Background: an optimization exercise with open tools, aiming at small area. Do not read the settings as production practice. In this exercise RTL edits were held to simulation tests only and were not proved equivalent to the original. No activity file was given, so power comes from the tool's default toggle rates.

Setup of north:
==> flow/design.v <==
package regfile_pkg;
  localparam int REG_ADDR_W = 5;
  localparam int NUM_REGS   = 32;
  localparam int DATA_W     = 32;
  typedef logic [REG_ADDR_W-1:0] reg_addr_t;
  localparam reg_addr_t ZERO_REG = 5'd0;
  function automatic logic fwd_hit(input logic      wr_en,
                                   input reg_addr_t wr_addr,
                                   input reg_addr_t rd_addr);
    fwd_hit = wr_en && (wr_addr == rd_addr) && (wr_addr != ZERO_REG);
  endfunction
endpackage
module regfile_read_port #(
  parameter int DATA_W = 32
) (
  input  logic [regfile_pkg::NUM_REGS-1:1][DATA_W-1:0] i_regs,
  input  logic [regfile_pkg::NUM_REGS-1:1]             i_valid,
  input  regfile_pkg::reg_addr_t                       i_rd_addr,
  output logic [DATA_W-1:0]                            o_rd_data
);
  localparam int N  = regfile_pkg::NUM_REGS;
  localparam int NG = (N - 1) / 3;   
  logic [N-1:1]              w_sel;
  logic [NG-1:0][DATA_W-1:0] w_grp_n;
  for (genvar i = 1; i < N; i++) begin : g_sel
    assign w_sel[i] = i_valid[i] && (i_rd_addr == i);
  end
  for (genvar g = 0; g < NG; g++) begin : g_grp
    regfile_aoi3 #(.DATA_W(DATA_W)) u_aoi (
      .i_d0  (i_regs[3*g+1]),
      .i_d1  (i_regs[3*g+2]),
      .i_d2  (i_regs[3*g+3]),
      .i_s0  (w_sel[3*g+1]),
      .i_s1  (w_sel[3*g+2]),
      .i_s2  (w_sel[3*g+3]),
      .o_y_n (w_grp_n[g])
    );
  end
  always_comb begin
    o_rd_data = i_regs[N-1] & {DATA_W{w_sel[N-1]}};
    for (int g = 0; g < NG; g++) begin
      o_rd_data = o_rd_data | ~w_grp_n[g];
    end
  end
endmodule
module regfile_aoi3 #(
  parameter int DATA_W = 32
) (
  input  logic [DATA_W-1:0] i_d0,
  input  logic [DATA_W-1:0] i_d1,
  input  logic [DATA_W-1:0] i_d2,
  input  logic              i_s0,
  input  logic              i_s1,
  input  logic              i_s2,
  output logic [DATA_W-1:0] o_y_n
);
  assign o_y_n = ~((i_d0 & {DATA_W{i_s0}}) |
                   (i_d1 & {DATA_W{i_s1}}) |
                   (i_d2 & {DATA_W{i_s2}}));
endmodule
module register_file_lm_19101664 #(
  parameter int DATA_W = regfile_pkg::DATA_W,
  parameter int NREGS  = regfile_pkg::NUM_REGS
) (
  input  logic                           clk,
  input  logic                           rst_n,
  input  logic [4:0]                     readReg1_num,
  input  logic [4:0]                     readReg2_num,
  input  logic [4:0]                     writeRegnum,
  input  logic [DATA_W-1:0]              writeData,
  input  logic                           regWrite,
  output logic [DATA_W-1:0]              readData1,
  output logic [DATA_W-1:0]              readData2
);
  if (NREGS != regfile_pkg::NUM_REGS) begin : g_bad_nregs
    $error("register_file_lm_19101664: NREGS must be 32");
  end
  localparam int N = regfile_pkg::NUM_REGS;
  logic [N-1:1][DATA_W-1:0] r_data;
  logic [N-1:1][DATA_W-1:0] w_next;
  logic [N-1:1]             r_valid;
  logic [N-1:1]             w_we;
  logic [N-1:1]             w_we_n;
  for (genvar i = 1; i < N; i++) begin : g_we
    assign w_we[i]   = regWrite && (writeRegnum == i);
    assign w_we_n[i] = !w_we[i];
  end
  always_ff @(posedge clk or negedge rst_n) begin
    if (!rst_n) begin
      r_valid <= '0;
    end else begin
      r_valid <= r_valid | w_we;
    end
  end
  for (genvar i = 1; i < N; i++) begin : g_word
    regfile_hold #(.DATA_W(DATA_W)) u_hold (
      .i_ld   (w_we[i]),
      .i_hold (w_we_n[i]),
      .i_wd   (writeData),
      .i_q    (r_data[i]),
      .o_d    (w_next[i])
    );
  end
  always_ff @(posedge clk) begin
    r_data <= w_next;
  end
  regfile_read_port #(.DATA_W(DATA_W)) u_rd_port1 (
    .i_regs    (r_data),
    .i_valid   (r_valid),
    .i_rd_addr (readReg1_num),
    .o_rd_data (readData1)
  );
  regfile_read_port #(.DATA_W(DATA_W)) u_rd_port2 (
    .i_regs    (r_data),
    .i_valid   (r_valid),
    .i_rd_addr (readReg2_num),
    .o_rd_data (readData2)
  );
endmodule
module regfile_hold #(
  parameter int DATA_W = 32
) (
  input  logic              i_ld,
  input  logic              i_hold,
  input  logic [DATA_W-1:0] i_wd,
  input  logic [DATA_W-1:0] i_q,
  output logic [DATA_W-1:0] o_d
);
  assign o_d = (i_wd & {DATA_W{i_ld}}) | (i_q & {DATA_W{i_hold}});
endmodule
==> flow/config.mk <==
export PLATFORM = sky130hd
export DESIGN_NAME = register_file_lm_19101664
export DESIGN_NICKNAME = register_file_lm_19101664
export VERILOG_FILES = /design/flow/design.v
export SDC_FILE = /design/flow/constraint.sdc
export NUM_CORES = 4
export LEC_CHECK = 0
export CAP_MARGIN = 10
export CORE_MARGIN = 2
export CORE_UTILIZATION = 50
export SLEW_MARGIN = 10
export SYNTH_HIERARCHICAL = 1
==> flow/constraint.sdc <==
create_clock -name core_clock -period 8.0 [get_ports {clk}]
set_input_delay 1.6000 -clock core_clock [delete_from_list [all_inputs] [get_ports {clk}]]
set_output_delay 1.6000 -clock core_clock [all_outputs]
set_load 0.01 [all_outputs]
standard.sh (not shown) runs the stock make flow with config.mk's settings and CLKGATE_MAP_FILE= SYNTH_SCRIPT=/design/flow/synth_recipe.tcl, a recipe that flattens the netlist after the stock synthesis.
==> flow/flow/run.sh <==
#!/bin/bash
set -euo pipefail
bash standard.sh synth > synth.log 2>&1
bash standard.sh \
  "BUFFER_PORTS_ARGS=-buffer_cell sky130_fd_sc_hd__buf_1" \
  "CTS_ARGS=-sink_clustering_enable -repair_clock_nets -buf_list sky130_fd_sc_hd__clkbuf_16 -dont_use_dummy_load -sink_clustering_size 25 -sink_clustering_max_diameter 100" \
  finish > layout.log 2>&1
[inputs] south vs north
Settings: swapping 10 for 20 in CAP_MARGIN; swapping 10 for 20 in SLEW_MARGIN.
==> flow/run.sh (new file) <==
#!/bin/bash
# synth_recipe.tcl (not shown) runs the flow's synth.tcl, then flattens the netlist and writes it again
# the make line also repeats each setting of config.mk as NAME=value (left out here)
make -C /OpenROAD-flow-scripts/flow DESIGN_CONFIG=/design/flow/config.mk WORK_HOME=/design/flow/orfs CLKGATE_MAP_FILE= SYNTH_SCRIPT=/design/flow/synth_recipe.tcl finish
removed: flow/flow/run.sh
removed: flow/standard.sh
Findings:
Of north and south, the higher number of buffer and inverter instances along the worst setup path belongs to south.
Per the comparison of south with north, first-iteration DRC count has increased, final period demand of the worst path picked up an extra 750 ps.
From north to south the numbers moved as follows: wire length lower; core utilization higher; standard cell area after detailed placement increased by about 2.6% relative to the old numbers; hold slack decreased by 17 ps relative to the old numbers; count of clock-buffer cells in the layout grew by 111.
Peak supply drop: higher on south
Compared with north, south shows a higher final standard cell count with taps included and fillers excluded.
south — count of placed standard cells including taps about 0.7% higher, north as reference


Setup of the reference run:
RTL: the design.v shown in full above, as it stands there.
export LEC_CHECK = 0
export CAP_MARGIN = 10
export CORE_MARGIN = 2
export CORE_UTILIZATION = 50
export SLEW_MARGIN = 10
export SYNTH_HIERARCHICAL = 1
create_clock -name core_clock -period 8.0 [get_ports {clk}]
==> flow/flow/run.sh <==
#!/bin/bash
set -euo pipefail
W=$(pwd)
RES=$W/orfs/results/sky130hd/register_file_lm_19101664/base
ARGS=(
  "BUFFER_PORTS_ARGS=-buffer_cell sky130_fd_sc_hd__buf_1"
  "CTS_ARGS=-sink_clustering_enable -repair_clock_nets -buf_list sky130_fd_sc_hd__clkbuf_16 -dont_use_dummy_load -sink_clustering_size 25 -sink_clustering_max_diameter 100"
)
bash standard.sh synth > synth.log 2>&1
bash standard.sh "${ARGS[@]}" "$RES/3_3_place_gp.odb" > place_gp.log 2>&1
PLATFORM_DIR=$FLOW_HOME/platforms/sky130hd UPS_DB=$RES/3_3_place_gp.odb UPS_SDC=$RES/2_floorplan.sdc \
  openroad -no_init -exit flow/upsize.tcl > upsize.log 2>&1
bash standard.sh "${ARGS[@]}" finish > layout.log 2>&1
==> flow/flow/upsize.tcl <==
# Post global-placement clean-up: take out the fanout buffers that timing-driven
# placement put on the decoder nets and give their drivers a stronger size of
# the same cell instead, while the drivers' slew and load limits still hold.
# Any net still over a limit is left to the standard repair_design that follows.
read_liberty $::env(PLATFORM_DIR)/lib/sky130_fd_sc_hd__tt_025C_1v80.lib
read_db $::env(UPS_DB)
read_sdc $::env(UPS_SDC)
source $::env(PLATFORM_DIR)/setRC.tcl
if {[info exists ::env(DONT_USE_CELLS)]} { set_dont_use $::env(DONT_USE_CELLS) }
estimate_parasitics -placement

proc drive_of {name} {
  if {[regexp {_(\d+)$} $name -> n]} { return $n }
  return 0
}
# next stronger size of the same cell, or "" if none
proc next_size {cell} {
  regexp {^(.*)_(\d+)$} $cell -> base n
  set best ""
  set bestn 1000
  foreach lc [get_lib_cells ${base}_*] {
    set nm [get_name $lc]
    if {![regexp "^${base}_(\\d+)\$" $nm -> m]} continue
    if {[info exists ::env(DONT_USE_CELLS)] && [lsearch $::env(DONT_USE_CELLS) $nm] >= 0} continue
    if {$m > $n && $m < $bestn} { set best $nm; set bestn $m }
  }
  return $best
}

set bufs {}
foreach inst [get_cells place*] {
  set m [get_property $inst ref_name]
  if {[regexp {__buf_\d+$} $m]} { lappend bufs $inst }
}
puts "upsize: removing [llength $bufs] placement buffers"
set block [ord::get_db_block]
set nrem 0
foreach inst $bufs {
  set dbinst [$block findInst [get_name $inst]]
  set in_it [$dbinst findITerm A]
  set out_it [$dbinst findITerm X]
  set in_net [$in_it getNet]
  set out_net [$out_it getNet]
  if {$in_net eq "NULL" || $out_net eq "NULL"} continue
  # keep buffers that touch a port
  if {[llength [$out_net getBTerms]] || [llength [$in_net getBTerms]]} continue
  foreach it [$out_net getITerms] {
    if {[$it getInst] ne $dbinst} { $it disconnect; $it connect $in_net }
  }
  odb::dbInst_destroy $dbinst
  odb::dbNet_destroy $out_net
  incr nrem
}
puts "upsize: removed $nrem"
estimate_parasitics -placement

# Upsize drivers whose output is over 80% of its slew or capacitance limit.
set limit_frac 0.8
for {set pass 0} {$pass < 4} {incr pass} {
  set changed 0
  foreach inst [get_cells *] {
    set cell [get_property $inst ref_name]
    if {[regexp {dfxtp|dfrtp|tap|fill|decap|conb} $cell]} continue
    foreach pin [get_pins -of_objects $inst -filter "direction == output"] {
      set net [get_nets -of_objects $pin]
      if {$net eq ""} continue
      set worst 0.0
      foreach ld [get_pins -of_objects $net -filter "direction == input"] {
        set s [get_property $ld slew_max]
        if {$s > $worst} { set worst $s }
      }
      set ps [get_property $pin slew_max]
      if {$ps > $worst} { set worst $ps }
      if {$worst > 1.5 * $limit_frac} {
        set nc [next_size $cell]
        if {$nc ne ""} {
          replace_cell $inst $nc
          incr changed
        }
      }
    }
  }
  puts "upsize: pass $pass resized $changed"
  if {$changed == 0} break
  estimate_parasitics -placement
}
write_db $::env(UPS_DB)
The reference run: PASS, flow complete, no timing, DRC or antenna violations
Input changes introduced in the trial run (baseline for comparison: the reference run):
diff --git a/flow/flow/upsize.tcl b/flow/flow/upsize.tcl
--- a/flow/flow/upsize.tcl
+++ b/flow/flow/upsize.tcl
@@ -55,7 +55,36 @@
 estimate_parasitics -placement
 
+# Start every logic cell at its smallest size of the same function, so that
+# only the drivers that need it end up larger.
+proc smallest {cell} {
+  if {![regexp {^(.*)_(\d+)$} $cell -> base n]} { return "" }
+  set best ""
+  set besta 1e9
+  foreach lc [get_lib_cells ${base}_*] {
+    set nm [get_name $lc]
+    if {![regexp "^${base}_(\\d+)\$" $nm]} continue
+    if {[info exists ::env(DONT_USE_CELLS)] && [lsearch $::env(DONT_USE_CELLS) $nm] >= 0} continue
+    set a [get_property $lc area]
+    if {$a < $besta} { set best $nm; set besta $a }
+  }
+  return $best
+}
+set ndown 0
+foreach inst [get_cells *] {
+  set cell [get_property $inst ref_name]
+  if {[regexp {df|tap|fill|decap|conb|clkbuf|dly} $cell]} continue
+  set sc [smallest $cell]
+  if {$sc ne "" && $sc ne $cell} {
+    set a0 [get_property [get_lib_cells $cell] area]
+    set a1 [get_property [get_lib_cells $sc] area]
+    if {$a1 < $a0} { replace_cell $inst $sc; incr ndown }
+  }
+}
+puts "upsize: downsized $ndown"
+estimate_parasitics -placement
+
 # Upsize drivers whose output is over 80% of its slew or capacitance limit.
 set limit_frac 0.8
-for {set pass 0} {$pass < 4} {incr pass} {
+for {set pass 0} {$pass < 6} {incr pass} {
   set changed 0
   foreach inst [get_cells *] {
==> comparison <==
Compared with the reference run, the trial run shows a higher filler cell count. On aggregate routed wire length, the trial run and the reference run are basically level. Diff the reference run -> the trial run: slew at the pin closest to its max-slew limit has increased, total power divided by cell area has remained practically unchanged. Status: final cell count parity (the reference run, the trial run). met3 usage in global routing sits higher in the trial run than in the reference run. Core utilization of the finished layout: the trial run vs the reference run — no meaningful difference. Comparing the reference run against the trial run, there is no change at all in clock-buffer cell count.

separate check: timing with driven ports:
No port has a modelled driver above. Below, the same layouts with a new extraction and two added sets of constraints. Step 1, drivers: a clkbuf_16 drives clk and a buf_2 each remaining input, both assumed. Step 2 moves the port delays by t, midway between the first and last clock arrival at a register: inputs arrive t later, outputs are due t later. That takes back most of the time a late clock gives input paths. Slacks: ideal / step 1 / step 2; pairs: ideal / step 1.
run	shift t [ns]	setup WS [ns]	latest minus earliest clock arrival (ns)
north	0.706	1.662 / 1.634 / 1.634	0.049 / 0.049
south	0.758	0.911 / 0.886 / 0.886	0.036 / 0.035
the reference run	0.717	1.512 / 1.487 / 1.487	0.037 / 0.038
the trial run	0.699	1.494 / 1.462 / 1.462	0.060 / 0.059
After both steps setup and hold are still met in every run listed. For the trial run, which loses most, drivers alone change the setup slack by -0.032 ns; drivers and shift together by -0.032 ns.
